Background: an optimization exercise with open tools, aiming at small area. Do not read the settings as production practice. Only simulation tests tie the RTL to the original design; equivalence was not proved. Power figures rest on the tool's default switching activity, not on a simulated workload.

===== flow/config.mk =====
export PLATFORM = sky130hd
export DESIGN_NAME = xgpon_bridge_top
export DESIGN_NICKNAME = xgpon_bridge_top
export VERILOG_FILES = /design/flow/design.v
export SDC_FILE = /design/flow/constraint.sdc
export NUM_CORES = 4
export LEC_CHECK = 0
export CAP_MARGIN = 20
export CORE_MARGIN = 2
export CORE_UTILIZATION = 60
export SLEW_MARGIN = 20

===== flow/constraint.sdc =====
create_clock -name core_clock -period 4.0 [get_ports {axis_clk}]
set_input_delay 0.8000 -clock core_clock [delete_from_list [all_inputs] [get_ports {axis_clk}]]
set_output_delay 0.8000 -clock core_clock [all_outputs]
set_load 0.01 [all_outputs]

===== flow/design.v =====
package xgpon_bridge_pkg;
    typedef logic [31:0] pon_word_t;      
    typedef logic [7:0]  pre_len_t;       
    typedef logic [1:0]  cfg_addr_t;      
    typedef logic [15:0] frame_cnt_t;     
    localparam cfg_addr_t CFG_ADDR_PRE_LEN   = 2'd0;   
    localparam cfg_addr_t CFG_ADDR_PRE_PAT   = 2'd1;   
    localparam cfg_addr_t CFG_ADDR_TRAIL_PAT = 2'd2;   
    localparam pre_len_t  DEFAULT_PRE_LEN   = 8'd8;
    localparam pon_word_t DEFAULT_PRE_PAT   = 32'h0556_0556;
    localparam pon_word_t DEFAULT_TRAIL_PAT = 32'h3C5A_A5C3;
    typedef enum logic [1:0] {
        FR_IDLE,         
        FR_PREAMBLE,     
        FR_PAYLOAD,      
        FR_TRAILER       
    } framer_state_t;
    typedef enum logic {
        DF_HUNT,         
        DF_PAYLOAD       
    } deframer_state_t;
endpackage
`timescale 1ns/1ps
module burst_config_regs #(
    parameter int MAX_PRE_LEN = 16
) (
    input  logic                          axis_clk,
    input  logic                          rst_n,
    input  logic                          cfg_wr,
    input  xgpon_bridge_pkg::cfg_addr_t   cfg_addr,
    input  xgpon_bridge_pkg::pon_word_t   cfg_wdata,
    output logic [3:0]                    pre_lm1,      
    output xgpon_bridge_pkg::pon_word_t   pre_pat,
    output xgpon_bridge_pkg::pon_word_t   trail_pat
);
    logic [3:0] len_clamped;    
    always_comb begin
        if (cfg_wdata > 32'd16) begin
            len_clamped = 4'd15;
        end else if (cfg_wdata == '0) begin
            len_clamped = 4'd0;                  
        end else begin
            len_clamped = cfg_wdata[3:0] - 4'd1;
        end
    end
    always_ff @(posedge axis_clk or negedge rst_n) begin
        if (!rst_n) begin
            pre_lm1   <= 4'd7;                   
            pre_pat   <= xgpon_bridge_pkg::DEFAULT_PRE_PAT;
            trail_pat <= xgpon_bridge_pkg::DEFAULT_TRAIL_PAT;
        end else if (cfg_wr) begin
            case (cfg_addr)
                xgpon_bridge_pkg::CFG_ADDR_PRE_LEN:   pre_lm1   <= len_clamped;
                xgpon_bridge_pkg::CFG_ADDR_PRE_PAT:   pre_pat   <= cfg_wdata;
                xgpon_bridge_pkg::CFG_ADDR_TRAIL_PAT: trail_pat <= cfg_wdata;
                default: ;                       
            endcase
        end
    end
endmodule
`timescale 1ns/1ps
module burst_framer (
    input  logic                          axis_clk,
    input  logic                          rst_n,
    input  xgpon_bridge_pkg::pon_word_t   eth_rx_data,
    input  logic                          eth_rx_valid,
    input  logic                          eth_rx_last,
    input  logic [3:0]                    pre_lm1,      
    input  xgpon_bridge_pkg::pon_word_t   pre_pat,
    input  xgpon_bridge_pkg::pon_word_t   trail_pat,
    output xgpon_bridge_pkg::pon_word_t   pon_tx_data,
    output logic                          pon_tx_valid
);
    typedef xgpon_bridge_pkg::pon_word_t word_t;
    word_t d0;
    word_t s8 [8];
    word_t s4 [4];
    word_t s2 [2];
    word_t s1;
    word_t a8, a4, a2, a1;
    assign a8 = pre_lm1[3] ? s8[7] : d0;
    assign a4 = pre_lm1[2] ? s4[3] : a8;
    assign a2 = pre_lm1[1] ? s2[1] : a4;
    assign a1 = pre_lm1[0] ? s1    : a2;
    always_ff @(posedge axis_clk) begin
        d0    <= eth_rx_data;
        s8[0] <= d0;
        for (int i = 1; i < 8; i++) s8[i] <= s8[i-1];
        s4[0] <= a8;
        for (int i = 1; i < 4; i++) s4[i] <= s4[i-1];
        s2[0] <= a4;
        s2[1] <= s2[0];
        s1    <= a2;
    end
    localparam logic [1:0] O_NONE = 2'd0, O_PRE = 2'd1, O_PAY = 2'd2, O_TRL = 2'd3;
    logic [1:0] cur, nxt;
    logic [3:0] pre_cnt;    
    logic [4:0] end_cnt;    
    always_comb begin
        case (cur)
            O_PRE:   nxt = (pre_cnt == 4'd0) ? O_PAY : O_PRE;
            O_PAY:   nxt = (end_cnt[4] & end_cnt[0]) ? O_TRL : O_PAY;
            default: nxt = eth_rx_valid ? O_PRE : O_NONE;
        endcase
    end
    always_ff @(posedge axis_clk or negedge rst_n) begin
        if (!rst_n) begin
            cur <= O_NONE;
        end else begin
            cur <= nxt;
        end
    end
    always_ff @(posedge axis_clk) begin
        if (cur == O_PRE) pre_cnt <= pre_cnt - 4'd1;
        else              pre_cnt <= pre_lm1;
        if (eth_rx_valid)   end_cnt <= eth_rx_last ? {1'b0, pre_lm1} : 5'd16;
        else if (!end_cnt[4]) end_cnt <= end_cnt - 5'd1;
        case (nxt)
            O_PAY:   pon_tx_data <= a1;
            O_TRL:   pon_tx_data <= trail_pat;
            default: pon_tx_data <= pre_pat;
        endcase
    end
    assign pon_tx_valid = (cur != O_NONE);
endmodule
`timescale 1ns/1ps
module burst_deframer (
    input  logic                          axis_clk,
    input  logic                          rst_n,
    input  xgpon_bridge_pkg::pon_word_t   pon_rx_data,
    input  logic                          pon_rx_valid,
    input  xgpon_bridge_pkg::pon_word_t   pre_pat,
    input  xgpon_bridge_pkg::pon_word_t   trail_pat,
    output xgpon_bridge_pkg::pon_word_t   eth_tx_data,
    output logic                          eth_tx_valid,
    output logic                          eth_tx_last,
    output logic                          burst_error,
    output xgpon_bridge_pkg::frame_cnt_t  frame_count
);
    localparam logic [2:0] SYNC_MAX = 3'd5;
    localparam logic [2:0] PAYLOAD  = 3'd7;
    xgpon_bridge_pkg::pon_word_t hold_word;    
    logic [2:0]                  run;
    logic                        is_pre;
    logic                        is_trail;
    assign is_pre   = pon_rx_valid && (pon_rx_data == pre_pat);
    assign is_trail = (pon_rx_data == trail_pat);
    always_ff @(posedge axis_clk) begin
        hold_word   <= pon_rx_data;
        eth_tx_data <= hold_word;
    end
    always_ff @(posedge axis_clk or negedge rst_n) begin
        if (!rst_n) begin
            run          <= '0;
            eth_tx_valid <= 1'b0;
            eth_tx_last  <= 1'b0;
            burst_error  <= 1'b0;
            frame_count  <= '0;
        end else begin
            eth_tx_valid <= 1'b0;    
            eth_tx_last  <= 1'b0;
            burst_error  <= 1'b0;
            if (run == PAYLOAD) begin
                if (!pon_rx_valid) begin
                    burst_error <= 1'b1;                
                    run         <= '0;
                end else begin
                    eth_tx_valid <= 1'b1;
                    if (is_trail) begin
                        eth_tx_last <= 1'b1;            
                        frame_count <= frame_count + 1'b1;
                        run         <= '0;
                    end
                end
            end else if (is_pre) begin
                if (run != SYNC_MAX) run <= run + 3'd1;
            end else if (run == SYNC_MAX && pon_rx_valid && !is_trail) begin
                run <= PAYLOAD;                         
            end else begin
                run <= '0;
            end
        end
    end
endmodule
`timescale 1ns/1ps
module xgpon_bridge_top #(
    parameter int MAX_PRE_LEN    = 16,   
    parameter int SYNC_THRESHOLD = 5     
) (
    input  logic                          axis_clk,
    input  logic                          rst_n,
    input  logic                          cfg_wr,
    input  xgpon_bridge_pkg::cfg_addr_t   cfg_addr,
    input  xgpon_bridge_pkg::pon_word_t   cfg_wdata,
    input  xgpon_bridge_pkg::pon_word_t   eth_rx_data,
    input  logic                          eth_rx_valid,
    input  logic                          eth_rx_last,
    output xgpon_bridge_pkg::pon_word_t   pon_tx_data,
    output logic                          pon_tx_valid,
    input  xgpon_bridge_pkg::pon_word_t   pon_rx_data,
    input  logic                          pon_rx_valid,
    output xgpon_bridge_pkg::pon_word_t   eth_tx_data,
    output logic                          eth_tx_valid,
    output logic                          eth_tx_last,
    output logic                          burst_error,
    output xgpon_bridge_pkg::frame_cnt_t  frame_count
);
    logic [3:0]                  pre_lm1;      
    xgpon_bridge_pkg::pon_word_t pre_pat;      
    xgpon_bridge_pkg::pon_word_t trail_pat;    
    burst_config_regs #(
        .MAX_PRE_LEN (MAX_PRE_LEN)
    ) burst_config_regs_inst (
        .axis_clk  (axis_clk),
        .rst_n     (rst_n),
        .cfg_wr    (cfg_wr),
        .cfg_addr  (cfg_addr),
        .cfg_wdata (cfg_wdata),
        .pre_lm1   (pre_lm1),
        .pre_pat   (pre_pat),
        .trail_pat (trail_pat)
    );
    burst_framer burst_framer_inst (
        .axis_clk     (axis_clk),
        .rst_n        (rst_n),
        .eth_rx_data  (eth_rx_data),
        .eth_rx_valid (eth_rx_valid),
        .eth_rx_last  (eth_rx_last),
        .pre_lm1      (pre_lm1),
        .pre_pat      (pre_pat),
        .trail_pat    (trail_pat),
        .pon_tx_data  (pon_tx_data),
        .pon_tx_valid (pon_tx_valid)
    );
    burst_deframer burst_deframer_inst (
        .axis_clk     (axis_clk),
        .rst_n        (rst_n),
        .pon_rx_data  (pon_rx_data),
        .pon_rx_valid (pon_rx_valid),
        .pre_pat      (pre_pat),
        .trail_pat    (trail_pat),
        .eth_tx_data  (eth_tx_data),
        .eth_tx_valid (eth_tx_valid),
        .eth_tx_last  (eth_tx_last),
        .burst_error  (burst_error),
        .frame_count  (frame_count)
    );
endmodule

===== flow/flow/run.sh =====
#!/bin/bash
export BUFFER_PORTS_ARGS="-buffer_cell sky130_fd_sc_hd__buf_1"
export CTS_ARGS="-sink_clustering_enable -repair_clock_nets -dont_use_dummy_load -buf_list sky130_fd_sc_hd__clkbuf_8 -sink_clustering_size 16 -sink_clustering_max_diameter 50"
bash standard.sh > standard.log 2>&1

===== flow/standard.sh =====
#!/bin/bash
# synth_recipe.tcl (not shown) runs the flow's synth.tcl, then flattens the netlist and writes it again
# the make line also repeats each setting of config.mk as NAME=value (left out here)
make -C /OpenROAD-flow-scripts/flow DESIGN_CONFIG=/design/flow/config.mk WORK_HOME=/design/flow/orfs CLKGATE_MAP_FILE= SYNTH_SCRIPT=/design/flow/synth_recipe.tcl "${@:-finish}"

==> results.txt, run 1 <==
- Status: finished clean
- CP Launch Point: burst_config_regs_inst.trail_pat[19]$_DFFE_PN1P_
- Top flop regs: burst_framer_inst.s8 (256), burst_framer_inst.s4 (128), burst_framer_inst.s2 (64)
- Clock slew at reported path FFs: 0.08 ns
- Post-cts sizing count: 0
- Simple-gate share of the synthesized area: 0.04074
- DRC viols: 0
- CTS root buf: clkbuf_8
- Compound-Gate Fraction of Synth Area: 0.02594
- Kind of end point of the critical path: flop
- Crit path to: burst_deframer_inst.frame_count[14]$_DFFE_PN0P_
- First-pass DRT Iterations: 5
- Number of synthesized register bits: 709
- CP Data Arrival Time: 3.23 ns
- EDFF count, synth: 4
- # rows: 65
- Syn Std Cell Area: 0.01920 mm²
- Layout cells sized above 1: 0.1767
- Synth warnings: 6
- Final Util: 0.6692
- Synth Instances: 1275
- Max Cap Viol: 0
- Worst r2r src: burst_config_regs_inst.trail_pat[19]$_DFFE_PN1P_
- Total clock buffers created by CTS: 52
- Post-CTS Setup Inserts: 0
- Worst R2R End: burst_deframer_inst.frame_count[14]$_DFFE_PN0P_
- Final WL: 34610 µm
- IO Count: 188
- Vias in the first global route: 9656
- Buffers on Ports: 187
- Worst relative slew slack: 0.3554
- Initial antenna violation count: 3
- CTS Buffer Depth: 3
- Leak: 8.700 nW
- Seq/Total Area, Yosys: 0.7675
- Die W: 182.9 µm
- Req. time, crit path: 4.47 ns
- Setup Viol. Count Final: 0
- Avg WL per Cell: 18.24 µm
- Area growth from synthesis to layout: 10.01%
- FF-to-FF path depth: 6
- Fmax: 0.3627 GHz
- Clk Latency, worst-skew pair: 0.62 ns
- Largest family of logic cells by synthesized area: multiplexers
- Largest net degree at the start of global routing: 51
- RD Place Congestion: 0.8111
- Commonest non-fill, non-tap cell in the layout: dfxtp_1
- Via density per instance: 5.072
- Largest register by flop count: burst_framer_inst.s8
- Syn_nets: 1390
- Unrepaired setup endpoints after global routing: false
- Die area: 0.03344 mm²
- Post-synthesis adder-cell area fraction: 0.007170
- Worst vdd ir: 492.0 µV
- Worst Tran Pin Value: 0.9632 ns
- XOR/XNOR Fraction of Synth Area: 0.03833
- Chip Height: 182.9 µm
- Mean Syn Cell Area: 15.06 µm²
- 1st-iter DRT viols: 455
- R2R Setup Slk: 1.24 ns
- DR vias: 9627
- Final period utilization: 0.6893
- CP Launch Type: flop
- Post-synth ARST share: 0.1298
- H-tree Lvls: 2
- Clk sinks: 709
- Core area: 0.03156 mm²
- Commonest cells after routing, fill and taps aside: dfxtp_1, buf_1, mux2_2, nand2_1, xor2_1
- Hold Fails Final Rpt: 0
- CTS tree: done
- P per Cell Area: 577.1 mW/mm²
- Max reg flops: 256
- Setup TNS: 0 ns
- Final net count: 1611
- Main flop type after synthesis: dfxtp_1
- Fin crit period: 2.757 ns
- CP Max Fanout: 11
- GRT overflow: 0
- # fillers: 2350
- Crit path kind: reg2reg
- Mux contribution to synthesized area: 0.1088
- Worst min path class: in2async
- Post-route ant nets: 0
- Cell variety after synth: 45
- Hold-fix buffers, CTS: 0
- Post-DP HPWL: 24670 µm
- Max-slew violations: 0
- First-pass GRT wire length: 53880 µm
- Post-Route Skew: 0.08143 ns
- Starting density of the core: 0.6083
- Total GRT Usage: 0.2109
synth_stat cells, types with 8 or more instances:
| library cell | number | share of area |
|---|---|---|
| dfxtp_1 | 613 | 0.64 |
| mux2_2 | 157 | 0.092 |
| nand2_1 | 77 | 0.015 |
| xor2_1 | 76 | 0.035 |
| dfrtp_1 | 61 | 0.080 |
| mux2i_1 | 32 | 0.017 |
| o221ai_1 | 32 | 0.015 |
| dfstp_2 | 31 | 0.042 |
| clkbuf_1 | 30 | 0.0059 |
| nor4_1 | 23 | 0.0075 |
| inv_1 | 20 | 0.0039 |
| nor2_1 | 17 | 0.0033 |
| ha_1 | 11 | 0.0072 |
| nor3_1 | 11 | 0.0029 |
| a21oi_1 | 10 | 0.0026 |
| nand3_1 | 9 | 0.0023 |
| nand4_1 | 8 | 0.0026 |
| xnor2_1 | 8 | 0.0037 |
cell families after synthesis:
| group | count (synthesis) |
|---|---|
| flops | 709 |
| mux | 189 |
| fa+ha+maj | 11 |
| compound gates | 65 |
| xor+xnor | 84 |
| simple gates | 160 |
| buf+inv | 57 |
worst min path at each step:
stage	start	end	slack, ns	cells past startpoint
2_1_floorplan	burst_deframer_inst.hold_word[0]$_DFF_P_	burst_deframer_inst.eth_tx_data[0]$_DFF_P_	0.31	0
3_3_place_gp	burst_framer_inst.s4[1][29]$_DFF_P_	burst_framer_inst.s4[2][29]$_DFF_P_	0.31	0
3_5_place_dp	burst_framer_inst.s8[0][21]$_DFF_P_	burst_framer_inst.s8[1][21]$_DFF_P_	0.31	0
4_1_cts	rst_n	burst_deframer_inst.frame_count[4]$_DFFE_PN0P_	0.11	1
5_1_grt	rst_n	burst_deframer_inst.frame_count[0]$_DFFE_PN0P_	0.13	1
6_report	rst_n	burst_deframer_inst.frame_count[13]$_DFFE_PN0P_	0.14	1
power breakdown:
part | switching [mW] | leakage [nW] | internal [mW] | total [mW]
Clock | 1.97 | 0.374 | 1.16 | 3.13
Combinational | 0.625 | 2.03 | 0.438 | 1.06
Sequential | 0.292 | 6.29 | 7.70 | 7.99
layout make-up:
| cell class | count | area (µm²) | share of cell area |
|---|---|---|---|
| multi-input combinational | 509 | 4257 | 0.2016 |
| inverter | 21 | 78.83 | 0.003733 |
| timing repair buffer | 203 | 825.8 | 0.03910 |
| sequential | 709 | 14730 | 0.6977 |
| clock buffer | 52 | 715.7 | 0.03389 |
| tap | 402 | 503.0 | 0.02382 |
| antenna | 2 | 5.005 | 0.0002370 |
critical path: stages, from the launching register on:
cell and delay (ns):
dfstp_2 0.55, xor2_1 0.10, nor4_1 0.45, nand4_1 0.32, or4_4 0.67, nor4_1 0.37, xnor2_1 0.17
through the flow:
stage / hold slack [ns] / setup WS (ns) / power [mW] / cells / cell area (µm²)
after floorplan: 0.3096 / 1.440 / 8.701 / 1275 / 19200
after global placement: 0.3097 / 0.8209 / 9.190 / 1844 / 20400
after detailed placement: 0.3121 / 0.7670 / 9.226 / 1844 / 20400
after CTS: 0.1147 / 1.257 / 12.31 / 1896 / 21110
after global routing: 0.1340 / 1.100 / 12.73 / 1896 / 21110
final: 0.1400 / 1.243 / 12.19 / 1898 / 21120
layer usage:
metal,share of wire,up-vias,global-route usage
met4,0.035,0,0.08160
met1,0.47,4616,0.2959
li1,-,4679,-
met5,0,-,0
met3,0.051,72,0.03912
met2,0.44,260,0.3285
==> inputs of run 2 (changes only) <==
==> flow/flow/run.sh (replaced) <==
#!/bin/bash
# The standard layout, with three changes:
#  - ABC maps with an area-oriented recipe (flow/abc_area_nf.script); the
#    registers come out of Yosys exactly as in the standard synthesis
#  - port buffers use buf_1
#  - the clock tree uses clkbuf_4 in small clusters and no dummy loads
set -euo pipefail
rm -rf scripts_abc
cp -r "$FLOW_HOME/scripts" scripts_abc
cp flow/abc_area_nf.script scripts_abc/abc_speed.script
export BUFFER_PORTS_ARGS="-buffer_cell sky130_fd_sc_hd__buf_1"
export CTS_ARGS="-sink_clustering_enable -repair_clock_nets -dont_use_dummy_load -buf_list sky130_fd_sc_hd__clkbuf_4 -sink_clustering_size 10 -sink_clustering_max_diameter 40"
bash standard.sh finish SCRIPTS_DIR="$PWD/scripts_abc" > standard.log 2>&1
==> flow/flow/abc_area_nf.script (new file) <==
&get -n
&st
&dch
&nf -a -R 1000
&put
buffer -c
topo
stime -c
upsize -c
dnsize -c
--- a/flow/config.mk
+++ b/flow/config.mk
@@ -7,5 +7,5 @@
 export LEC_CHECK = 0
-export CAP_MARGIN = 20
+export CAP_MARGIN = 0
 export CORE_MARGIN = 2
-export CORE_UTILIZATION = 60
-export SLEW_MARGIN = 20
+export CORE_UTILIZATION = 75
+export SLEW_MARGIN = 0
==> run 2 against run 1 <==
  * Worst hold slack better by 0.015 ns
  * Sequential cell count stayed put
  * First-iteration DRC count is 56% higher
  * Register-to-register slack better by 0.15 ns
  * Synthesized cell count is 4.3% higher
  * Combinational power is 25% lower
  * Total power is 4.4% lower
  * Non-clock buffer count is 7 lower
  * Utilization is 16 points higher
  * Critical path depth is 3 higher
  * Count of clock-buffer cells in the layout is 29 higher
  * Largest cell class unchanged
  * Highest routed layer unchanged
==> results.txt, run 2 <==
- Status: finished clean (unchanged)
- Worst Slack Setup Final: 1.389 ns (was 1.243 ns)
- Die W: 163.4 µm (was 182.9 µm)
- Yosys top cell area share: 0.6437 (was 0.6393)
- CP Max Fanout: 5 (was 11)
- Count leader, synth: dfxtp_1 (unchanged)
- CP Data Arrival Time: 3.16 ns (was 3.23 ns)
- Clk Latency, worst-skew pair: 0.74 ns (was 0.62 ns)
- # rows: 58 (was 65)
- Max-slew violations: 0 (unchanged)
- CP Launch Point: burst_config_regs_inst.pre_pat[6]$_DFFE_PN1P_ (was burst_config_regs_inst.trail_pat[19]$_DFFE_PN1P_)
- Initial antenna violation count: 1 (was 3)
- Clock slew at reported path FFs: 0.10 ns (was 0.08 ns)
- CTS Buffer Depth: 3 (unchanged)
- Worst min path class: in2reg (was in2async)
- Worst Tran Pin Value: 1.069 ns (was 0.9632 ns)
- Crit-path max cell delay: 0.57 ns (was 0.67 ns)
- Post-CTS Setup Inserts: 0 (unchanged)
- Largest register by flop count: burst_framer_inst.s8 (unchanged)
- 1st-iter DRT viols: 711 (was 455)
- Most frequent CP cell: nand4_1 (was nor4_1)
- Sequential Power Share: 0.681 (was 0.656)
- Post-synth top area cell: dfxtp_1 (unchanged)
- # fillers: 1310 (was 2350)
- GRT overflow: 0 (unchanged)
- Kind of end point of the critical path: flop (unchanged)
- Clk sinks: 709 (unchanged)
- Area contributors post-synth: dfxtp_1, dfrtp_1, mux2_2 (was dfxtp_1, mux2_2, dfrtp_1)
- Crit-path slowest cell: dfstp_2 (was or4_4)
- Fmax: 0.3830 GHz (was 0.3627 GHz)
- Top flop regs: burst_framer_inst.s8 (256), burst_framer_inst.s4 (128), burst_framer_inst.s2 (64) (unchanged)
- Placed cell areas: 0.02012 mm² (was 0.02040 mm²)
- Leak: 9.262 nW (was 8.700 nW)
- EDFF count, synth: 4 (unchanged)
- Max reg flops: 256 (unchanged)
- Met2 wire length: 17330 µm (was 15390 µm)
- Worst relative slew slack: 0.2875 (was 0.3554)
- Number of synthesized register bits: 709 (unchanged)
- Syn Std Cell Area: 0.01906 mm² (was 0.01920 mm²)
- Worst vdd ir: 415.2 µV (was 492.0 µV)
- Worst path depth: 9 (was 6)
- Avg WL per Cell: 18.78 µm (was 18.24 µm)
- Setup Viol. Count Final: 0 (unchanged)
- Highest Signal Layer: met4 (unchanged)
- Post-synth ARST share: 0.1298 (unchanged)
- IO Count: 188 (unchanged)
- Syn_nets: 1445 (was 1390)
- First-pass GRT wire length: 56280 µm (was 53880 µm)
- Sw Share: 0.2328 (was 0.2366)
- Post-DP HPWL: 24710 µm (was 24670 µm)
- Int Pwr: 8.940 mW (was 9.304 mW)
- H-tree Lvls: 3 (was 2)
- Met3 wire len: 2100 µm (was 1780 µm)
- Worst R2R End: burst_deframer_inst.run[1]$_DFFE_PN0P_ (was burst_deframer_inst.frame_count[14]$_DFFE_PN0P_)
- Unrepaired setup endpoints after global routing: false (unchanged)
- Total GRT Usage: 0.2750 (was 0.2109)
- Mean Syn Cell Area: 14.33 µm² (was 15.06 µm²)
- Crit path to: burst_deframer_inst.run[1]$_DFFE_PN0P_ (was burst_deframer_inst.frame_count[14]$_DFFE_PN0P_)
- Main flop type after synthesis: dfxtp_1 (unchanged)
- Area growth from synthesis to layout: 8.723% (was 10.01%)
- Met1 WL: 14800 µm (was 16220 µm)
- Post-route ant nets: 0 (unchanged)
- First-pass DRT Iterations: 6 (was 5)
- Post-Route Skew: 0.09824 ns (was 0.08143 ns)
- Synth warnings: 6 (unchanged)
- DRC viols: 0 (unchanged)
- Multi-input gate area: 0.003928 mm² (was 0.004257 mm²)
- Cells along the critical path: xnor2_1 -> nand4_1 -> nor4_1 -> nand4_1 -> nor4_2 -> nand4b_1 -> o21ai_2 -> nor3_1 -> a22o_1 (was xor2_1 -> nor4_1 -> nand4_1 -> or4_4 -> nor4_1 -> xnor2_1)
- FF-to-FF path depth: 9 (was 6)
- Setup WS pre-CTS: 0.8953 ns (was 0.7670 ns)
- Register area: 0.01473 mm² (about the same)
- P per Cell Area: 562.2 mW/mm² (was 577.1 mW/mm²)
- Buffers on Ports: 187 (unchanged)
- Layout cells sized above 1: 0.1351 (was 0.1767)
- Commonest cells after routing, fill and taps aside: dfxtp_1, buf_1, mux2_2, clkbuf_4, o21ai_0 (was dfxtp_1, buf_1, mux2_2, nand2_1, xor2_1)
- Sw power: 2.712 mW (was 2.883 mW)
- CP Launch Type: flop (unchanged)
- Hold Fails Final Rpt: 0 (unchanged)
- Clock power share: 0.251 (was 0.257)
- Final net count: 1686 (was 1611)
- Combinational power share: 0.068 (was 0.087)
- Max Cap Viol: 0 (unchanged)
- Core area: 0.02504 mm² (was 0.03156 mm²)
- Starting density of the core: 0.7614 (was 0.6083)
- Vias in the first global route: 10870 (was 9656)
- Chip Height: 163.4 µm (was 182.9 µm)
- R2R Setup Slk: 1.39 ns (was 1.24 ns)
- Final period utilization: 0.6527 (was 0.6893)
- Commonest non-fill, non-tap cell in the layout: dfxtp_1 (unchanged)
- Worst r2r src: burst_config_regs_inst.pre_pat[6]$_DFFE_PN1P_ (was burst_config_regs_inst.trail_pat[19]$_DFFE_PN1P_)
- Via density per instance: 5.412 (was 5.072)
- CP Buf/Inv Count: 0 (unchanged)
- Total clock buffers created by CTS: 81 (was 52)
- Cell variety after synth: 48 (was 45)
- DR vias: 10280 (was 9627)
- CTS root buf: clkbuf_4 (was clkbuf_8)
- Req. time, crit path: 4.55 ns (was 4.47 ns)
- Die area: 0.02671 mm² (was 0.03344 mm²)
- Fin crit period: 2.611 ns (was 2.757 ns)
- Fin area: 0.02073 mm² (was 0.02112 mm²)
- Hold-fix buffers, CTS: 0 (unchanged)
- Seq/Total Area, Yosys: 0.7728 (was 0.7675)
- Crit path kind: reg2reg (unchanged)
- CTS tree: done (unchanged)
- Synth top cells by count: dfxtp_1, mux2_2, o21ai_0 (was dfxtp_1, mux2_2, nand2_1)
- Setup TNS: 0 ns (unchanged)
- RD Place Congestion: 0.9112 (was 0.8111)
- Final WL: 35680 µm (was 34610 µm)
- Largest net degree at the start of global routing: 62 (was 51)
- Critical path's top delay family: simple AND/OR/NAND/NOR gates (unchanged)
- Synth Instances: 1330 (was 1275)
- Post-cts sizing count: 0 (unchanged)
run 2: through the flow:
stage,total power [mW],hold WS (ns),cells,utilization
2_1_floorplan,8.464,0.3096,1330,-
3_3_place_gp,8.801,0.3098,1818,0.8034
3_5_place_dp,8.871,0.3121,1818,0.8034
4_1_cts,11.72,0.09133,1899,0.8277
5_1_grt,12.12,0.08577,1900,0.8278
6_report,11.65,0.1552,1900,0.8278
run 2: logic make-up (layout without fill, tap and decap cells):
| group | count (synthesis) | count (layout) | share of synthesized area |
|---|---|---|---|
| flops | 709 | 709 | 0.7728 |
| compound gates | 155 | 155 | 0.05100 |
| mux | 146 | 146 | 0.08204 |
| simple gates | 142 | 142 | 0.03774 |
| buf+inv | 106 | 345 | 0.02113 |
| xor+xnor | 61 | 61 | 0.02803 |
| fa+ha+maj | 11 | 11 | 0.007220 |
| other cells | 0 | 1 | 0 |
run 2: power groups by stage:
stage	combinational, mW	sequential, mW	clock (mW)
final	0.793	7.93	2.93
after CTS	0.795	7.93	3.00
after floorplan	0.448	8.02	0
after global routing	0.873	7.98	3.26
after global placement	0.754	8.05	0
after detailed placement	0.787	8.08	0
run 2: area by class of cell:
| class | count | area share |
|---|---|---|
| Antenna cell | 1 | 0.0001207 |
| Clock buffer | 81 | 0.02934 |
| Inverter | 68 | 0.01232 |
| Timing Repair Buffer | 196 | 0.03791 |
| Tap cell | 330 | 0.01992 |
| Multi-Input combinational cell | 515 | 0.1895 |
| Sequential cell | 709 | 0.7109 |
run 2: worst reg2reg max path, delay by kind of cell, from the launching register on:
kind             cells  cell delay, ns
AO/OA/AOI/OAI        2            0.33
XOR/XNOR             1            0.18
flip-flops           1            0.57
AND/OR/NAND/NOR      6            1.41
run 2: how the worst min path moves through the flow:
stage                                         startpoint                                          end  slack, ns  cells after the start
2_1_floorplan   burst_deframer_inst.hold_word[0]$_DFF_P_   burst_deframer_inst.eth_tx_data[0]$_DFF_P_       0.31                      0
3_3_place_gp         burst_framer_inst.s2[0][23]$_DFF_P_          burst_framer_inst.s2[1][23]$_DFF_P_       0.31                      0
3_5_place_dp   burst_deframer_inst.hold_word[19]$_DFF_P_  burst_deframer_inst.eth_tx_data[19]$_DFF_P_       0.31                      0
5_1_grt                                  eth_rx_data[23]             burst_framer_inst.d0[23]$_DFF_P_       0.09                      1
6_report                                  eth_rx_data[1]              burst_framer_inst.d0[1]$_DFF_P_       0.16                      1
4_1_cts                                   eth_rx_data[1]              burst_framer_inst.d0[1]$_DFF_P_       0.09                      1
run 2: layer usage:
metal | vias up | GRT usage
li1 | 4898 | -
met1 | 4936 | 0.3433
met2 | 346 | 0.4565
met3 | 103 | 0.05993
met4 | 0 | 0.1368
met5 | - | 0
==> inputs of run 3 (changes only) <==
--- a/flow/design.v
+++ b/flow/design.v
@@ -79,3 +79,3 @@
     word_t s1;
-    word_t a8, a4, a2, a1;
+    word_t a8, a4, a2;
     assign a8 = pre_lm1[3] ? s8[7] : d0;
@@ -83,3 +83,2 @@
     assign a2 = pre_lm1[1] ? s2[1] : a4;
-    assign a1 = pre_lm1[0] ? s1    : a2;
     always_ff @(posedge axis_clk) begin
@@ -105,2 +104,4 @@
     end
+    logic [1:0] osel;
+    assign osel = (nxt == O_PAY) ? {1'b1, pre_lm1[0]} : {1'b0, nxt == O_TRL};
     always_ff @(posedge axis_clk or negedge rst_n) begin
@@ -117,6 +118,7 @@
         else if (!end_cnt[4]) end_cnt <= end_cnt - 5'd1;
-        case (nxt)
-            O_PAY:   pon_tx_data <= a1;
-            O_TRL:   pon_tx_data <= trail_pat;
-            default: pon_tx_data <= pre_pat;
+        case (osel)
+            2'd0:    pon_tx_data <= pre_pat;
+            2'd1:    pon_tx_data <= trail_pat;
+            2'd2:    pon_tx_data <= a2;
+            default: pon_tx_data <= s1;
         endcase
--- a/flow/flow/run.sh
+++ b/flow/flow/run.sh
@@ -2,3 +2,3 @@
 # The standard layout, with three changes:
-#  - ABC maps with an area-oriented recipe (flow/abc_area_nf.script); the
+#  - ABC maps with an area-oriented recipe and no upsizing (flow/abc_area_nf.script); the
 #    registers come out of Yosys exactly as in the standard synthesis
==> flow/flow/abc_area_nf.script (replaced) <==
&get -n
&st
&dch
&nf -a -R 1000
&put
topo
stime -c
dnsize -c
--- a/flow/config.mk
+++ b/flow/config.mk
@@ -7,5 +7,5 @@
 export LEC_CHECK = 0
-export CAP_MARGIN = 0
+export CAP_MARGIN = 20
 export CORE_MARGIN = 2
-export CORE_UTILIZATION = 75
-export SLEW_MARGIN = 0
+export CORE_UTILIZATION = 65
+export SLEW_MARGIN = 20
==> run 3 against run 2 <==
  * Count of clock-buffer cells in the layout unchanged
  * Largest cell class unchanged
  * Final cell count up 3.2%
  * Largest power group unchanged
  * Still clean
  * Area after synthesis fell by 1.8%
  * Register-to-register slack worse by 0.25 ns
  * Critical endpoint unchanged
==> results.txt, run 3 <==
- Status: finished clean (unchanged)
- Post-route ant nets: 0 (unchanged)
- Worst relative slew slack: 0.3230 (was 0.2875)
- Leak: 8.686 nW (was 9.262 nW)
- Placed cells: 1874 (was 1818)
- CP Launch Type: flop (unchanged)
- Initial antenna violation count: 8 (was 1)
- Req. time, crit path: 4.55 ns (about the same)
- Mux contribution to synthesized area: 0.06586 (was 0.08204)
- Cell variety after synth: 42 (was 48)
- Tot Pwr: 11.57 mW (was 11.65 mW)
- Setup Viol. Count Final: 0 (unchanged)
- Post-synthesis adder-cell area fraction: 0.007354 (was 0.007220)
- Worst Tran Pin Value: 1.016 ns (was 1.069 ns)
- Area contributors post-synth: dfxtp_1, dfrtp_1, mux2_1 (was dfxtp_1, dfrtp_1, mux2_2)
- Post-CTS Setup Inserts: 0 (unchanged)
- Fin crit period: 2.858 ns (was 2.611 ns)
- Vias in the first global route: 10330 (was 10870)
- Worst min path class: in2reg (unchanged)
- Clock slew at reported path FFs: 0.10 ns (about the same)
- Worst hold start: eth_rx_data[7] (was eth_rx_data[1])
- Commonest non-fill, non-tap cell in the layout: dfxtp_1 (unchanged)
- IO Count: 188 (unchanged)
- Synth warnings: 6 (unchanged)
- Area growth from synthesis to layout: 10.28% (was 8.723%)
- H-tree Lvls: 3 (unchanged)
- Post-synth ARST share: 0.1298 (unchanged)
- Number of synthesized register bits: 709 (unchanged)
- Clk sinks: 709 (unchanged)
- # fillers: 2038 (was 1310)
- Hold slack: 0.1643 ns (was 0.1552 ns)
- Cell Count, Final, Fillers Out: 1961 (was 1900)
- Largest family of logic cells by synthesized area: multiplexers (unchanged)
- XOR/XNOR Fraction of Synth Area: 0.02995 (was 0.02803)
- # rows: 62 (was 58)
- Final net count: 1688 (was 1686)
- CTS tree: done (unchanged)
- Layout cells sized above 1: 0.08211 (was 0.1351)
- CP Data Arrival Time: 3.41 ns (was 3.16 ns)
- Hold-fix buffers, CTS: 0 (unchanged)
- First-pass GRT wire length: 55370 µm (was 56280 µm)
- Max reg flops: 256 (unchanged)
- Final period utilization: 0.7146 (was 0.6527)
- DRC viols: 0 (unchanged)
- Setup TNS: 0 ns (unchanged)
- Commonest cells after routing, fill and taps aside: dfxtp_1, buf_1, nand2_1, clkbuf_4, mux2_1 (was dfxtp_1, buf_1, mux2_2, clkbuf_4, o21ai_0)
- R2R Setup Slk: 1.14 ns (was 1.39 ns)
- FF-to-FF path depth: 10 (was 9)
- First-pass DRT Iterations: 5 (was 6)
- Max-slew violations: 0 (unchanged)
- Via density per instance: 5.157 (was 5.412)
- Count leader, synth: dfxtp_1 (unchanged)
- Synth top cells by count: dfxtp_1, nand2_1, mux2_1 (was dfxtp_1, mux2_2, o21ai_0)
- DR vias: 10110 (was 10280)
- Die W: 173.7 µm (was 163.4 µm)
- GRT overflow: 0 (unchanged)
- Avg WL per Cell: 17.81 µm (was 18.78 µm)
- Mean Syn Cell Area: 14.48 µm² (was 14.33 µm²)
- P per Cell Area: 560.6 mW/mm² (was 562.2 mW/mm²)
- Worst r2r src: burst_config_regs_inst.pre_pat[28]$_DFFE_PN0P_ (was burst_config_regs_inst.pre_pat[6]$_DFFE_PN1P_)
- Simple-gate share of the synthesized area: 0.04921 (was 0.03774)
- Post-synth top area cell: dfxtp_1 (unchanged)
- Die area: 0.03016 mm² (was 0.02671 mm²)
- Largest net degree at the start of global routing: 62 (unchanged)
- Synth Instances: 1292 (was 1330)
- RD Place Congestion: 0.8452 (was 0.9112)
- CTS root buf: clkbuf_4 (unchanged)
- CTS Buffer Depth: 3 (unchanged)
- Main flop type after synthesis: dfxtp_1 (unchanged)
- Unrepaired setup endpoints after global routing: false (unchanged)
- Largest register by flop count: burst_framer_inst.s8 (unchanged)
- Total GRT Usage: 0.2376 (was 0.2750)
- Chip Height: 173.7 µm (was 163.4 µm)
- Seq/Total Area, Yosys: 0.7873 (was 0.7728)
- Crit path kind: reg2reg (unchanged)
- Worst R2R End: burst_deframer_inst.run[1]$_DFFE_PN0P_ (unchanged)
- Max Cap Viol: 0 (unchanged)
- Fmax: 0.3498 GHz (was 0.3830 GHz)
- Placed cell areas: 0.02001 mm² (was 0.02012 mm²)
- Hold-critical path endpoint: burst_framer_inst.d0[7]$_DFF_P_ (was burst_framer_inst.d0[1]$_DFF_P_)
- EDFF count, synth: 4 (unchanged)
- CP Max Fanout: 5 (unchanged)
- Hold Fails Final Rpt: 0 (unchanged)
- 1st-iter DRT viols: 594 (was 711)
- Post-DP HPWL: 23750 µm (was 24710 µm)
- Buffers on Ports: 187 (unchanged)
- Yosys top cell area share: 0.6557 (was 0.6437)
- Top flop regs: burst_framer_inst.s8 (256), burst_framer_inst.s4 (128), burst_framer_inst.s2 (64) (unchanged)
- Post-Route Skew: 0.08923 ns (was 0.09824 ns)
- Syn Std Cell Area: 0.01871 mm² (was 0.01906 mm²)
- Starting density of the core: 0.6555 (was 0.7614)
- Compound-Gate Fraction of Synth Area: 0.04754 (was 0.05100)
- Total clock buffers created by CTS: 81 (unchanged)
- Final WL: 34930 µm (was 35680 µm)
- Syn_nets: 1407 (was 1445)
- Kind of end point of the critical path: flop (unchanged)
- Worst vdd ir: 408.5 µV (was 415.2 µV)
- Fin area: 0.02064 mm² (was 0.02073 mm²)
- Core area: 0.02855 mm² (was 0.02504 mm²)
- Clk Latency, worst-skew pair: 0.72 ns (was 0.74 ns)
- Post-cts sizing count: 0 (unchanged)
- Hold path depth: 1 (unchanged)
-- run 3: cell type report --
cell class	count	area (µm²)	area share
Sequential cell	709	14730	0.7140
Inverter	64	240.2	0.01164
Antenna cell	6	15.01	0.0007275
Multi-Input combinational cell	519	3759	0.1821
Tap cell	384	480.5	0.02328
Clock buffer	81	608.1	0.02947
Timing Repair Buffer	198	800.8	0.03880
-- run 3: where the power goes --
| part | internal [mW] | switching (mW) |
|---|---|---|
| Clock | 0.937 | 1.98 |
| Sequential | 7.65 | 0.246 |
| Combinational | 0.321 | 0.431 |
| Total | 8.91 | 2.66 |
-- run 3: layer usage --
metal	share of wire	up-vias	global-route usage
met5	0.00089	-	0
met4	0.035	4	0.1008
met3	0.062	83	0.05504
met2	0.45	311	0.3737
met1	0.45	4817	0.3202
li1	-	4897	-
-- run 3: worst max-delay path: stages (launching register included) --
cell and delay [ns]:
dfrtp_1 0.38, clkinv_1 0.15, a221oi_1 0.31, o2111ai_1 0.16
nor4_1 0.30, nand3_1 0.13, nor4_1 0.54, nand4b_1 0.18
o21ai_0 0.23, nor3_1 0.15, a22o_1 0.20
-- run 3: cell families (layout without fill, tap and decap cells) --
logic type               count (synthesis)  count (layout)
XOR/XNOR                                64              64
other                                    0               6
adder cells (fa/ha/maj)                 11              11
AND/OR/NAND/NOR                        208             208
flip-flops                             709             709
multiplexers                           113             113
buffers and inverters                   64             343
AO/OA/AOI/OAI                          123             123
-- run 3: worst max-delay path by stage --
stage | from | to | slack [ns]
6_report | burst_config_regs_inst.pre_pat[28]$_DFFE_PN0P_ | burst_deframer_inst.run[1]$_DFFE_PN0P_ | 1.14
4_1_cts | burst_config_regs_inst.pre_pat[28]$_DFFE_PN0P_ | burst_deframer_inst.run[1]$_DFFE_PN0P_ | 1.17
5_1_grt | burst_config_regs_inst.pre_pat[28]$_DFFE_PN0P_ | burst_deframer_inst.run[1]$_DFFE_PN0P_ | 0.96
2_1_floorplan | burst_framer_inst.cur[1]$_DFF_PN0_ | burst_framer_inst.pon_tx_data[0]$_DFF_P_ | 0.54
3_5_place_dp | pon_rx_data[10] | burst_deframer_inst.run[2]$_DFFE_PN0P_ | 0.61
3_3_place_gp | pon_rx_data[28] | burst_deframer_inst.run[2]$_DFFE_PN0P_ | 0.83
-- run 3: through the flow --
stage	util	setup slack [ns]
detailed placement	0.7011	0.6069
global route	0.7227	0.9573
finish	0.7229	1.142
CTS	0.7224	1.174
global placement	0.7011	0.8259
floorplan	-	0.5393
==> inputs of run 4 (changes only) <==
--- a/flow/flow/run.sh
+++ b/flow/flow/run.sh
@@ -11,3 +11,3 @@
 export BUFFER_PORTS_ARGS="-buffer_cell sky130_fd_sc_hd__buf_1"
-export CTS_ARGS="-sink_clustering_enable -repair_clock_nets -dont_use_dummy_load -buf_list sky130_fd_sc_hd__clkbuf_4 -sink_clustering_size 10 -sink_clustering_max_diameter 40"
+export CTS_ARGS="-sink_clustering_enable -repair_clock_nets -dont_use_dummy_load -buf_list sky130_fd_sc_hd__clkbuf_4 -sink_clustering_size 8 -sink_clustering_max_diameter 35"
 bash standard.sh finish SCRIPTS_DIR="$PWD/scripts_abc" > standard.log 2>&1
==> run 4 against run 3 <==
  * Sequential share of layout area decreased by 0.58 points
  * Combinational power about the same
  * Register-to-register slack hardly changed
  * Largest power group unchanged
  * Still clean
  * Area after synthesis unchanged
  * Via count is 1.2% higher
  * Synthesized cell count unchanged
  * Largest cell class unchanged
==> results.txt, run 4 <==
- Layout cells sized above 1: 0.09536 (was 0.08211)
- Via density per instance: 5.160 (was 5.157)
- Compound-Gate Fraction of Synth Area: 0.04754 (unchanged)
- Kind of end point of the critical path: flop (unchanged)
- Commonest cells after routing, fill and taps aside: dfxtp_1, buf_1, nand2_1, clkbuf_4, mux2_1 (unchanged)
- Worst relative slew slack: 0.3383 (was 0.3230)
- Main flop type after synthesis: dfxtp_1 (unchanged)
- Final net count: 1711 (was 1688)
- Crit path kind: reg2reg (unchanged)
- Area growth from synthesis to layout: 11.19% (was 10.28%)
- Final WL: 35080 µm (was 34930 µm)
- Final Util: 0.7289 (was 0.7229)
- # fillers: 2040 (was 2038)
- CTS root buf: clkbuf_4 (unchanged)
- CTS tree: done (unchanged)
- Synth Instances: 1292 (unchanged)
- Total clock buffers created by CTS: 104 (was 81)
- Buffers on Ports: 187 (unchanged)
- Max Cap Viol: 0 (unchanged)
- Largest register by flop count: burst_framer_inst.s8 (unchanged)
- CP Data Arrival Time: 3.39 ns (was 3.41 ns)
- First-pass GRT wire length: 56150 µm (was 55370 µm)
- Setup TNS: 0 ns (unchanged)
- Max-slew violations: 0 (unchanged)
- H-tree Lvls: 3 (unchanged)
- 1st-iter DRT viols: 603 (was 594)
- Largest net degree at the start of global routing: 62 (unchanged)
- Vias in the first global route: 10520 (was 10330)
- CP Max Fanout: 5 (unchanged)
- Setup Viol. Count Final: 0 (unchanged)
- P per Cell Area: 571.3 mW/mm² (was 560.6 mW/mm²)
- RD Place Congestion: 0.8452 (unchanged)
- Worst Tran Pin Value: 0.9925 ns (was 1.016 ns)
- IO Count: 188 (unchanged)
- GRT overflow: 0 (unchanged)
- Chip Height: 173.7 µm (unchanged)
- CP Launch Type: flop (unchanged)
- Final period utilization: 0.7121 (was 0.7146)
- Hold-fix buffers, CTS: 0 (unchanged)
- Syn_nets: 1407 (unchanged)
- Syn Std Cell Area: 0.01871 mm² (unchanged)
- Fmax: 0.3511 GHz (was 0.3498 GHz)
- Core area: 0.02855 mm² (unchanged)
- Clock slew at reported path FFs: 0.08 ns (was 0.10 ns)
- Status: finished clean (unchanged)
- Synth top cells by count: dfxtp_1, nand2_1, mux2_1 (unchanged)
- Seq/Total Area, Yosys: 0.7873 (unchanged)
- Mean Syn Cell Area: 14.48 µm² (unchanged)
- Leak: 8.792 nW (was 8.686 nW)
- Post-synth top area cell: dfxtp_1 (unchanged)
- Die W: 173.7 µm (unchanged)
- Clk Latency, worst-skew pair: 0.75 ns (was 0.72 ns)
- Post-route ant nets: 0 (unchanged)
- Worst vdd ir: 425.2 µV (was 408.5 µV)
- Yosys top cell area share: 0.6557 (unchanged)
- Req. time, crit path: 4.54 ns (was 4.55 ns)
- Cell variety after synth: 42 (unchanged)
- Post-CTS Setup Inserts: 0 (unchanged)
- Max reg flops: 256 (unchanged)
- FF-to-FF path depth: 11 (was 10)
- DR vias: 10230 (was 10110)
- Number of synthesized register bits: 709 (unchanged)
- Count leader, synth: dfxtp_1 (unchanged)
- Commonest non-fill, non-tap cell in the layout: dfxtp_1 (unchanged)
- XOR/XNOR Fraction of Synth Area: 0.02995 (unchanged)
- DRC viols: 0 (unchanged)
- EDFF count, synth: 4 (unchanged)
- Simple-gate share of the synthesized area: 0.04921 (unchanged)
- Clk sinks: 709 (unchanged)
- Post-synthesis adder-cell area fraction: 0.007354 (unchanged)
- Initial antenna violation count: 7 (was 8)
- Top flop regs: burst_framer_inst.s8 (256), burst_framer_inst.s4 (128), burst_framer_inst.s2 (64) (unchanged)
- Area contributors post-synth: dfxtp_1, dfrtp_1, mux2_1 (unchanged)
- Hold path depth: 1 (unchanged)
- Unrepaired setup endpoints after global routing: false (unchanged)
- Post-synth ARST share: 0.1298 (unchanged)
- Fin crit period: 2.848 ns (was 2.858 ns)
- Die area: 0.03016 mm² (unchanged)
- Post-Route Skew: 0.1264 ns (was 0.08923 ns)
- Tot Pwr: 11.89 mW (was 11.57 mW)
- Largest family of logic cells by synthesized area: multiplexers (unchanged)
- First-pass DRT Iterations: 6 (was 5)
- Mux contribution to synthesized area: 0.06586 (unchanged)
- Worst min path class: in2reg (unchanged)
- R2R Setup Slk: 1.15 ns (was 1.14 ns)
- # rows: 62 (unchanged)
- Hold Fails Final Rpt: 0 (unchanged)
- Post-DP HPWL: 23750 µm (unchanged)
- CTS Buffer Depth: 3 (unchanged)
- Post-cts sizing count: 0 (unchanged)
- Synth warnings: 6 (unchanged)
- Total GRT Usage: 0.2400 (was 0.2376)
- Starting density of the core: 0.6555 (unchanged)
- Avg WL per Cell: 17.69 µm (was 17.81 µm)
==> run 4: cell type report <==
cell class,instances,area [µm²],area share
Clock buffer,104,780.7,0.03752
Inverter,64,240.2,0.01155
Multi-Input combinational cell,519,3759,0.1806
Sequential cell,709,14730,0.7081
Timing Repair Buffer,198,800.8,0.03848
Tap cell,384,480.5,0.02309
Antenna cell,5,12.51,0.0006013
==> run 4: critical path: stages (launching register included) <==
cell	delay, ns
dfrtp_1	0.40
clkinv_1	0.10
o22ai_1	0.09
a221oi_1	0.22
o2111ai_1	0.16
nor4_1	0.30
nand3_1	0.13
nor4_1	0.53
nand4b_1	0.18
o21ai_0	0.23
nor3_1	0.15
a22o_1	0.21
==> run 4: path summary, 6_finish.rpt <==
path / startpoint / to
max: burst_config_regs_inst.pre_pat[28]$_DFFE_PN0P_ / burst_deframer_inst.run[2]$_DFFE_PN0P_
min: eth_rx_data[23] / burst_framer_inst.d0[23]$_DFF_P_
max reg2reg: burst_config_regs_inst.pre_pat[28]$_DFFE_PN0P_ / burst_deframer_inst.run[2]$_DFFE_PN0P_
min reg2reg: burst_framer_inst.s4[2][20]$_DFF_P_ / burst_framer_inst.s4[3][20]$_DFF_P_
max in group asynchronous: rst_n / burst_config_regs_inst.pre_pat[6]$_DFFE_PN1P_
min in group asynchronous: rst_n / burst_deframer_inst.frame_count[1]$_DFFE_PN0P_
==> run 4: logic make-up (layout without fill, tap and decap cells) <==
kind of cell / after synthesis / after routing
DFF: 709 / 709
and+or+nand+nor: 208 / 208
AOI/OAI and AO/OA: 123 / 123
muxes: 113 / 113
xor gates and xnor gates: 64 / 64
buffers and inverters: 64 / 366
adders and majority gates: 11 / 11
other: 0 / 5
==> run 4: through the flow <==
step	hold WS, ns	std cells	setup WS, ns	cell area (µm²)
CTS	0.05301	1978	1.158	20790
global route	0.05418	1980	0.9512	20800
finish	0.1304	1983	1.152	20810
floorplan	0.3096	1292	0.5393	18710
global placement	0.3098	1874	0.8259	20010
detailed placement	0.3121	1874	0.6069	20010
==> run 4: power breakdown <==
group / switching [mW] / total (mW) / leakage, nW / internal (mW)
Combinational: 0.432 / 0.753 / 2.02 / 0.321
Clock: 2.04 / 3.23 / 0.479 / 1.19
Sequential: 0.246 / 7.90 / 6.30 / 7.65
==> run 4: layer usage <==
metal	up-vias	track usage	part of all wire
met5	-	0	0.00086
met4	4	0.1005	0.034
met3	89	0.05943	0.063
met2	331	0.3752	0.45
met1	4835	0.3236	0.45
li1	4973	-	-
==> inputs of run 5 (changes only) <==
==> flow/flow/run.sh (replaced) <==
#!/bin/bash
# The standard layout, with three changes:
#  - ABC maps with an area-oriented recipe and no upsizing (flow/abc_area_nf.script); the
#    registers come out of Yosys exactly as in the standard synthesis
#  - port buffers use buf_1
#  - the clock tree uses clkbuf_8 in clusters of up to 16 and no dummy loads
set -euo pipefail
rm -rf scripts_abc
cp -r "$FLOW_HOME/scripts" scripts_abc
cp flow/abc_area_nf.script scripts_abc/abc_speed.script
export BUFFER_PORTS_ARGS="-buffer_cell sky130_fd_sc_hd__buf_1"
export CTS_ARGS="-sink_clustering_enable -repair_clock_nets -dont_use_dummy_load -buf_list sky130_fd_sc_hd__clkbuf_8 -sink_clustering_size 16 -sink_clustering_max_diameter 50"
bash standard.sh finish SCRIPTS_DIR="$PWD/scripts_abc" > standard.log 2>&1
==> run 5 against run 4 <==
  * Still clean
  * Die area unchanged
  * First-iteration DRC count shrank 1.8%
  * Worst hold slack improved by 0.16 ns
  * Worst setup slack worse by 0.011 ns
  * Design area shrank 0.30%
  * Sequential share of layout area up 0.21 points
  * Final cell count fell by 2.6%
  * Maximum frequency shrank 0.40%
  * Critical path type unchanged
  * Critical endpoint is now burst_deframer_inst.run[1]$_DFFE_PN0P_
  * Largest power group unchanged
==> results.txt, run 5 <==
- Avg WL per Cell: 17.87 µm (was 17.69 µm)
- Syn_nets: 1407 (unchanged)
- Setup TNS: 0 ns (unchanged)
- Synth Instances: 1292 (unchanged)
- GRT overflow: 0 (unchanged)
- Commonest non-fill, non-tap cell in the layout: dfxtp_1 (unchanged)
- Kind of end point of the critical path: flop (unchanged)
- Post-synth top area cell: dfxtp_1 (unchanged)
- Vias in the first global route: 10090 (was 10520)
- CP Data Arrival Time: 3.30 ns (was 3.39 ns)
- Max Cap Viol: 0 (unchanged)
- Main flop type after synthesis: dfxtp_1 (unchanged)
- Count leader, synth: dfxtp_1 (unchanged)
- First-pass DRT Iterations: 7 (was 6)
- Starting density of the core: 0.6555 (unchanged)
- Hold Fails Final Rpt: 0 (unchanged)
- RD Place Congestion: 0.8452 (unchanged)
- Post-Route Skew: 0.05614 ns (was 0.1264 ns)
- Buffers on Ports: 187 (unchanged)
- P per Cell Area: 566.4 mW/mm² (was 571.3 mW/mm²)
- Die area: 0.03016 mm² (unchanged)
- Clk Latency, worst-skew pair: 0.60 ns (was 0.75 ns)
- Post-DP HPWL: 23750 µm (unchanged)
- EDFF count, synth: 4 (unchanged)
- CP Max Fanout: 5 (unchanged)
- DRC viols: 0 (unchanged)
- Core area: 0.02855 mm² (unchanged)
- Worst vdd ir: 584.6 µV (was 425.2 µV)
- CTS root buf: clkbuf_8 (was clkbuf_4)
- H-tree Lvls: 2 (was 3)
- Post-route ant nets: 0 (unchanged)
- First-pass GRT wire length: 54870 µm (was 56150 µm)
- Die W: 173.7 µm (unchanged)
- 1st-iter DRT viols: 592 (was 603)
- Mean Syn Cell Area: 14.48 µm² (unchanged)
- Req. time, crit path: 4.44 ns (was 4.54 ns)
- Cell variety after synth: 42 (unchanged)
- # rows: 62 (unchanged)
- Syn Std Cell Area: 0.01871 mm² (unchanged)
- Max reg flops: 256 (unchanged)
- Final period utilization: 0.7149 (was 0.7121)
- Setup Viol. Count Final: 0 (unchanged)
- Area contributors post-synth: dfxtp_1, dfrtp_1, mux2_1 (unchanged)
- Post-cts sizing count: 0 (unchanged)
- Final WL: 34520 µm (was 35080 µm)
- IO Count: 188 (unchanged)
- Clk sinks: 709 (unchanged)
- Area growth from synthesis to layout: 10.85% (was 11.19%)
- CTS tree: done (unchanged)
- Largest net degree at the start of global routing: 62 (unchanged)
- Synth warnings: 6 (unchanged)
- Worst min path class: in2reg (unchanged)
- Fin crit period: 2.860 ns (was 2.848 ns)
- Number of synthesized register bits: 709 (unchanged)
- Hold-fix buffers, CTS: 0 (unchanged)
- Fmax: 0.3497 GHz (was 0.3511 GHz)
- Final net count: 1659 (was 1711)
- CTS Buffer Depth: 3 (unchanged)
- Cell Count, Final, Fillers Out: 1932 (was 1983)
- Via density per instance: 5.152 (was 5.160)
- Fin area: 0.02074 mm² (was 0.02081 mm²)
- Crit path kind: reg2reg (unchanged)
- Synth top cells by count: dfxtp_1, nand2_1, mux2_1 (unchanged)
- DR vias: 9954 (was 10230)
- Commonest cells after routing, fill and taps aside: dfxtp_1, buf_1, nand2_1, mux2_1, clkinv_1 (was dfxtp_1, buf_1, nand2_1, clkbuf_4, mux2_1)
- Largest register by flop count: burst_framer_inst.s8 (unchanged)
- Post-synth ARST share: 0.1298 (unchanged)
- # fillers: 1998 (was 2040)
- Seq/Total Area, Yosys: 0.7873 (unchanged)
- Post-CTS Setup Inserts: 0 (unchanged)
- Total GRT Usage: 0.2340 (was 0.2400)
- Layout cells sized above 1: 0.06485 (was 0.09536)
- Chip Height: 173.7 µm (unchanged)
- Total clock buffers created by CTS: 52 (was 104)
- Leak: 8.687 nW (was 8.792 nW)
- Placed cells: 1874 (unchanged)
- Unrepaired setup endpoints after global routing: false (unchanged)
- Hold slack: 0.2863 ns (was 0.1304 ns)
- CP Launch Type: flop (unchanged)
- Clock slew at reported path FFs: 0.10 ns (was 0.08 ns)
- Worst Tran Pin Value: 0.9997 ns (was 0.9925 ns)
- Max-slew violations: 0 (unchanged)
- Yosys top cell area share: 0.6557 (unchanged)
- Initial antenna violation count: 7 (unchanged)
- Worst relative slew slack: 0.3335 (was 0.3383)
- Top flop regs: burst_framer_inst.s8 (256), burst_framer_inst.s4 (128), burst_framer_inst.s2 (64) (unchanged)
- Status: finished clean (unchanged)
- Placed cell areas: 0.02001 mm² (unchanged)
[run 5: cell counts after synthesis]
No cell type changed its count.
[run 5: final timing paths]
path	from	end	slack, ns	cells past startpoint
min reg2reg	burst_framer_inst.s4[0][10]$_DFF_P_	burst_framer_inst.s4[1][10]$_DFF_P_	0.32	0
min	eth_rx_data[30]	burst_framer_inst.d0[30]$_DFF_P_	0.29	1
max	burst_config_regs_inst.pre_pat[28]$_DFFE_PN0P_	burst_deframer_inst.run[1]$_DFFE_PN0P_	1.14	11
max in group asynchronous	rst_n	burst_config_regs_inst.trail_pat[6]$_DFFE_PN1P_	2.80	2
min in group asynchronous	rst_n	burst_config_regs_inst.pre_pat[28]$_DFFE_PN0P_	0.37	1
max reg2reg	burst_config_regs_inst.pre_pat[28]$_DFFE_PN0P_	burst_deframer_inst.run[1]$_DFFE_PN0P_	1.14	11
[run 5: power by group]
part	switching, mW	leakage [nW]	internal [mW]
Combinational	0.431	2.02	0.321
Sequential	0.246	6.30	7.65
Clock	1.93	0.374	1.16
[run 5: kinds of logic (layout without fill, tap and decap cells)]
family / after synthesis / count (layout) / share of synthesized area
compound gates: 123 / 123 / 0.04754
xor+xnor: 64 / 64 / 0.02995
fa+ha+maj: 11 / 11 / 0.007354
buf+inv: 64 / 314 / 0.01284
flops: 709 / 709 / 0.7873
mux: 113 / 113 / 0.06586
other cells: 0 / 6 / 0
simple gates: 208 / 208 / 0.04921
[run 5: cell type report]
type / instances / area (µm²) / area share
multi-input cells: 519 / 3759 / 0.1812
diodes: 6 / 15.01 / 0.0007238
well taps: 384 / 480.5 / 0.02316
flip-flops and latches: 709 / 14730 / 0.7103
repair buffers: 198 / 800.8 / 0.03860
clock buffers: 52 / 715.7 / 0.03450
inverters: 64 / 240.2 / 0.01158
[run 5: critical path, cell delays in order, from the launching register on]
cell	delay (ns)
dfrtp_1	0.40
clkinv_1	0.10
o22ai_1	0.09
a221oi_1	0.22
o2111ai_1	0.16
nor4_1	0.29
nand3_1	0.13
nor4_1	0.54
nand4b_1	0.18
o21ai_0	0.23
nor3_1	0.15
a22o_1	0.20
[run 5: layer usage]
metal / GRT usage / share of wire / vias to the layer above
met2: 0.3708 / 0.46 / 284
met3: 0.04737 / 0.060 / 70
met5: 0 / 0.00046 / -
met4: 0.08298 / 0.030 / 2
li1: - / - / 4835
met1: 0.3245 / 0.45 / 4763
[run 5: metrics by stage]
stage / power [mW] / setup WS [ns] / utilization
3_5_place_dp: 8.814 / 0.6069 / 0.7011
4_1_cts: 11.85 / 1.133 / 0.7262
6_report: 11.75 / 1.140 / 0.7267
3_3_place_gp: 8.774 / 0.8259 / 0.7011
5_1_grt: 12.25 / 0.9372 / 0.7263
2_1_floorplan: 8.441 / 0.5393 / -
==> inputs of run 6 (changes only) <==
--- a/flow/design.v
+++ b/flow/design.v
@@ -116,4 +116,4 @@
         else              pre_cnt <= pre_lm1;
-        if (eth_rx_valid)   end_cnt <= eth_rx_last ? {1'b0, pre_lm1} : 5'd16;
-        else if (!end_cnt[4]) end_cnt <= end_cnt - 5'd1;
+        if (eth_rx_valid) end_cnt <= eth_rx_last ? {1'b0, pre_lm1} : 5'd16;
+        else              end_cnt <= end_cnt - 5'd1;
         case (osel)
==> run 6 against run 5 <==
  * Largest power group unchanged
  * Register-to-register slack barely moved
  * Die area is 0.20% lower
  * Area after synthesis decreased by 0.21%
  * Synthesized cell count grew 0.31%
  * Total power about the same
  * Combinational power hardly changed
  * Worst hold slack better by 0.0010 ns
  * Maximum frequency grew 0.37%
  * Highest routed layer unchanged
  * Clock skew fell by 0.0031 ns
  * Critical endpoint is now burst_framer_inst.pon_tx_data[20]$_DFF_P_
  * Largest cell class unchanged
  * Sequential share of layout area decreased by 0.060 points
  * Via count increased by 0.20%
==> results.txt, run 6 <==
- Number of synthesized register bits: 709 (unchanged)
- Req. time, crit path: 4.44 ns (about the same)
- RD Place Congestion: 0.8442 (was 0.8452)
- Tot Pwr: 11.76 mW (was 11.75 mW)
- Post-cts sizing count: 0 (unchanged)
- Setup TNS: 0 ns (unchanged)
- First-pass DRT Iterations: 5 (was 7)
- Area growth from synthesis to layout: 10.87% (was 10.85%)
- Hold Fails Final Rpt: 0 (unchanged)
- Post-Route Skew: 0.05304 ns (was 0.05614 ns)
- Die area: 0.03010 mm² (was 0.03016 mm²)
- Setup Viol. Count Final: 0 (unchanged)
- Commonest non-fill, non-tap cell in the layout: dfxtp_1 (unchanged)
- Largest register by flop count: burst_framer_inst.s8 (unchanged)
- GRT overflow: 0 (unchanged)
- Seq/Total Area, Yosys: 0.7867 (was 0.7873)
- Hold-fix buffers, CTS: 0 (unchanged)
- Crit path kind: reg2reg (unchanged)
- Via density per instance: 5.155 (was 5.152)
- Buffers on Ports: 187 (unchanged)
- CTS root buf: clkbuf_8 (unchanged)
- Starting density of the core: 0.6560 (was 0.6555)
- Commonest cells after routing, fill and taps aside: dfxtp_1, buf_1, nand2_1, mux2_1, clkinv_1 (unchanged)
- Post-synth ARST share: 0.1298 (unchanged)
- Synth top cells by count: dfxtp_1, nand2_1, mux2_1 (unchanged)
- CP Max Fanout: 32 (was 5)
- Main flop type after synthesis: dfxtp_1 (unchanged)
- Worst Tran Pin Value: 1.038 ns (was 0.9997 ns)
- IO Count: 188 (unchanged)
- Fin crit period: 2.849 ns (was 2.860 ns)
- DR vias: 9974 (was 9954)
- Layout cells sized above 1: 0.06468 (was 0.06485)
- Max Cap Viol: 0 (unchanged)
- Leak: 8.602 nW (was 8.687 nW)
- Area contributors post-synth: dfxtp_1, dfrtp_1, mux2_1 (unchanged)
- Total GRT Usage: 0.2347 (was 0.2340)
- Top flop regs: burst_framer_inst.s8 (256), burst_framer_inst.s4 (128), burst_framer_inst.s2 (64) (unchanged)
- Largest net degree at the start of global routing: 74 (was 62)
- Syn Std Cell Area: 0.01868 mm² (was 0.01871 mm²)
- Post-route ant nets: 0 (unchanged)
- Fmax: 0.3510 GHz (was 0.3497 GHz)
- EDFF count, synth: 0 (was 4)
- CP Launch Type: flop (unchanged)
- CP Data Arrival Time: 3.29 ns (was 3.30 ns)
- DRC viols: 0 (unchanged)
- Chip Height: 173.5 µm (was 173.7 µm)
- P per Cell Area: 567.8 mW/mm² (was 566.4 mW/mm²)
- Clock slew at reported path FFs: 0.09 ns (was 0.10 ns)
- Syn_nets: 1411 (was 1407)
- Vias in the first global route: 9966 (was 10090)
- Final Util: 0.7273 (was 0.7267)
- Unrepaired setup endpoints after global routing: false (unchanged)
- Total clock buffers created by CTS: 52 (unchanged)
- Post-synth top area cell: dfxtp_1 (unchanged)
- Final period utilization: 0.7123 (was 0.7149)
- First-pass GRT wire length: 54420 µm (was 54870 µm)
- Initial antenna violation count: 10 (was 7)
- H-tree Lvls: 2 (unchanged)
- Mean Syn Cell Area: 14.41 µm² (was 14.48 µm²)
- CTS tree: done (unchanged)
- Yosys top cell area share: 0.6614 (was 0.6557)
- Cell variety after synth: 39 (was 42)
- Core area: 0.02847 mm² (was 0.02855 mm²)
- Max-slew violations: 0 (unchanged)
- Worst relative slew slack: 0.3078 (was 0.3335)
- Final net count: 1663 (was 1659)
- 1st-iter DRT viols: 719 (was 592)
- Synth warnings: 6 (unchanged)
- Count leader, synth: dfxtp_1 (unchanged)
- Max reg flops: 256 (unchanged)
- Kind of end point of the critical path: flop (unchanged)
- Synth Instances: 1296 (was 1292)
- Post-CTS Setup Inserts: 0 (unchanged)
- Clk Latency, worst-skew pair: 0.60 ns (about the same)
- Worst vdd ir: 484.2 µV (was 584.6 µV)
- Post-DP HPWL: 23980 µm (was 23750 µm)
- Status: finished clean (unchanged)
- Clk sinks: 709 (unchanged)
- Worst min path class: in2reg (unchanged)
- Die W: 173.5 µm (was 173.7 µm)
- Avg WL per Cell: 17.90 µm (was 17.87 µm)
- Final WL: 34630 µm (was 34520 µm)
- # rows: 62 (unchanged)
- CTS Buffer Depth: 3 (unchanged)
==> run 6: where the power goes <==
group / internal, mW / switching (mW) / leakage (nW) / total [mW]
Sequential: 7.65 / 0.260 / 6.29 / 7.91
Combinational: 0.335 / 0.419 / 1.94 / 0.754
Clock: 1.16 / 1.93 / 0.374 / 3.09
==> run 6: critical path: stages (launching register included) <==
cell and delay, ns:
dfrtp_1 0.36, clkinv_1 0.09, ha_1 0.31, and3_1 0.21, o21ai_2 0.74, clkinv_1 0.21
and3_2 0.54, nand2_1 0.16, nand2_1 0.11
==> run 6: worst paths after layout <==
kind                       slack (ns)  depth (start not counted)                           startpoint                                             end
max in group asynchronous        2.77                          2                                rst_n  burst_deframer_inst.frame_count[9]$_DFFE_PN0P_
hold / removal                   0.29                          1                      eth_rx_data[21]                burst_framer_inst.d0[21]$_DFF_P_
min in group asynchronous        0.35                          1                                rst_n   burst_config_regs_inst.pre_pat[3]$_DFFE_PN0P_
hold reg to reg                  0.31                          0  burst_framer_inst.s4[1][18]$_DFF_P_             burst_framer_inst.s4[2][18]$_DFF_P_
setup / recovery                 1.15                          8   burst_framer_inst.cur[1]$_DFF_PN0_       burst_framer_inst.pon_tx_data[20]$_DFF_P_
setup reg to reg                 1.15                          8   burst_framer_inst.cur[1]$_DFF_PN0_       burst_framer_inst.pon_tx_data[20]$_DFF_P_
==> run 6: routing by layer <==
layer / vias to the layer above / global-route usage / routed length, µm
met1: 4743 / 0.3212 / 15510
met4: 10 / 0.07874 / 957
li1: 4844 / - / -
met5: - / 0 / 65
met2: 304 / 0.3720 / 15650
met3: 73 / 0.05636 / 2443
==> run 6: cells by family (layout without fill, tap and decap cells) <==
logic type	count (synthesis)	in the layout	synth area share
DFF	709	709	0.7867
and+or+nand+nor	207	207	0.04864
AOI/OAI and AO/OA	125	125	0.04750
muxes	115	115	0.06720
buffers and inverters	67	317	0.01347
xor gates and xnor gates	62	62	0.02908
adders and majority gates	11	11	0.007370
other	0	5	0
==> run 6: layout make-up <==
type / count / area [µm²]
Timing Repair Buffer: 198 / 808.3
Inverter: 67 / 251.5
Antenna cell: 5 / 12.51
Fill cell: 1978 / 7764
Tap cell: 384 / 480.5
Sequential cell: 709 / 14690
Multi-Input combinational cell: 520 / 3744
Clock buffer: 52 / 715.7
==> run 6: through the flow <==
| stage | hold slack (ns) | area (µm²) | setup WS, ns | cells |
|---|---|---|---|---|
| after floorplan | 0.3096 | 18680 | 0.5393 | 1296 |
| after global placement | 0.3095 | 19960 | 1.003 | 1877 |
| after detailed placement | 0.3121 | 19980 | 0.8484 | 1878 |
| after CTS | 0.2454 | 20690 | 1.135 | 1930 |
| after global routing | 0.2487 | 20700 | 0.9483 | 1932 |
| final | 0.2873 | 20710 | 1.151 | 1935 |

## re-timing with driven ports
Ports are ideal in the flow. The routed layouts listed here were re-timed in OpenROAD. Step 1, drivers: a clkbuf_16 drives axis_clk and a buf_2 each remaining input, both assumed. Step 2 also shifts input and output timing later by t, the mid clock arrival at the registers, as if the neighbouring blocks saw the same clock. a / b / c = ideal ports / drivers / drivers and shift; a / b = the first two.
run | t (ns) | setup slack, ns | hold slack, ns | worst setup path after step 2
run 1 | 0.627 | 1.243 / 1.243 / 0.671 | 0.140 / 0.119 / 0.301 | input to register
run 2 | 0.730 | 1.389 / 1.389 / 0.845 | 0.155 / 0.139 / 0.267 | input to register
run 3 | 0.723 | 1.142 / 1.142 / 0.498 | 0.164 / 0.142 / 0.281 | input to register
run 4 | 0.744 | 1.152 / 1.152 / 0.470 | 0.130 / 0.106 / 0.257 | input to register
run 5 | 0.619 | 1.140 / 1.117 / 0.498 | 0.286 / 0.264 / 0.318 | input to register
run 6 | 0.621 | 1.151 / 1.151 / 0.654 | 0.287 / 0.263 / 0.306 | input to register
After both steps every run listed still meets setup and hold. For run 4, which loses most, drivers alone change the setup slack by 0.000 ns; drivers and shift together by -0.682 ns.
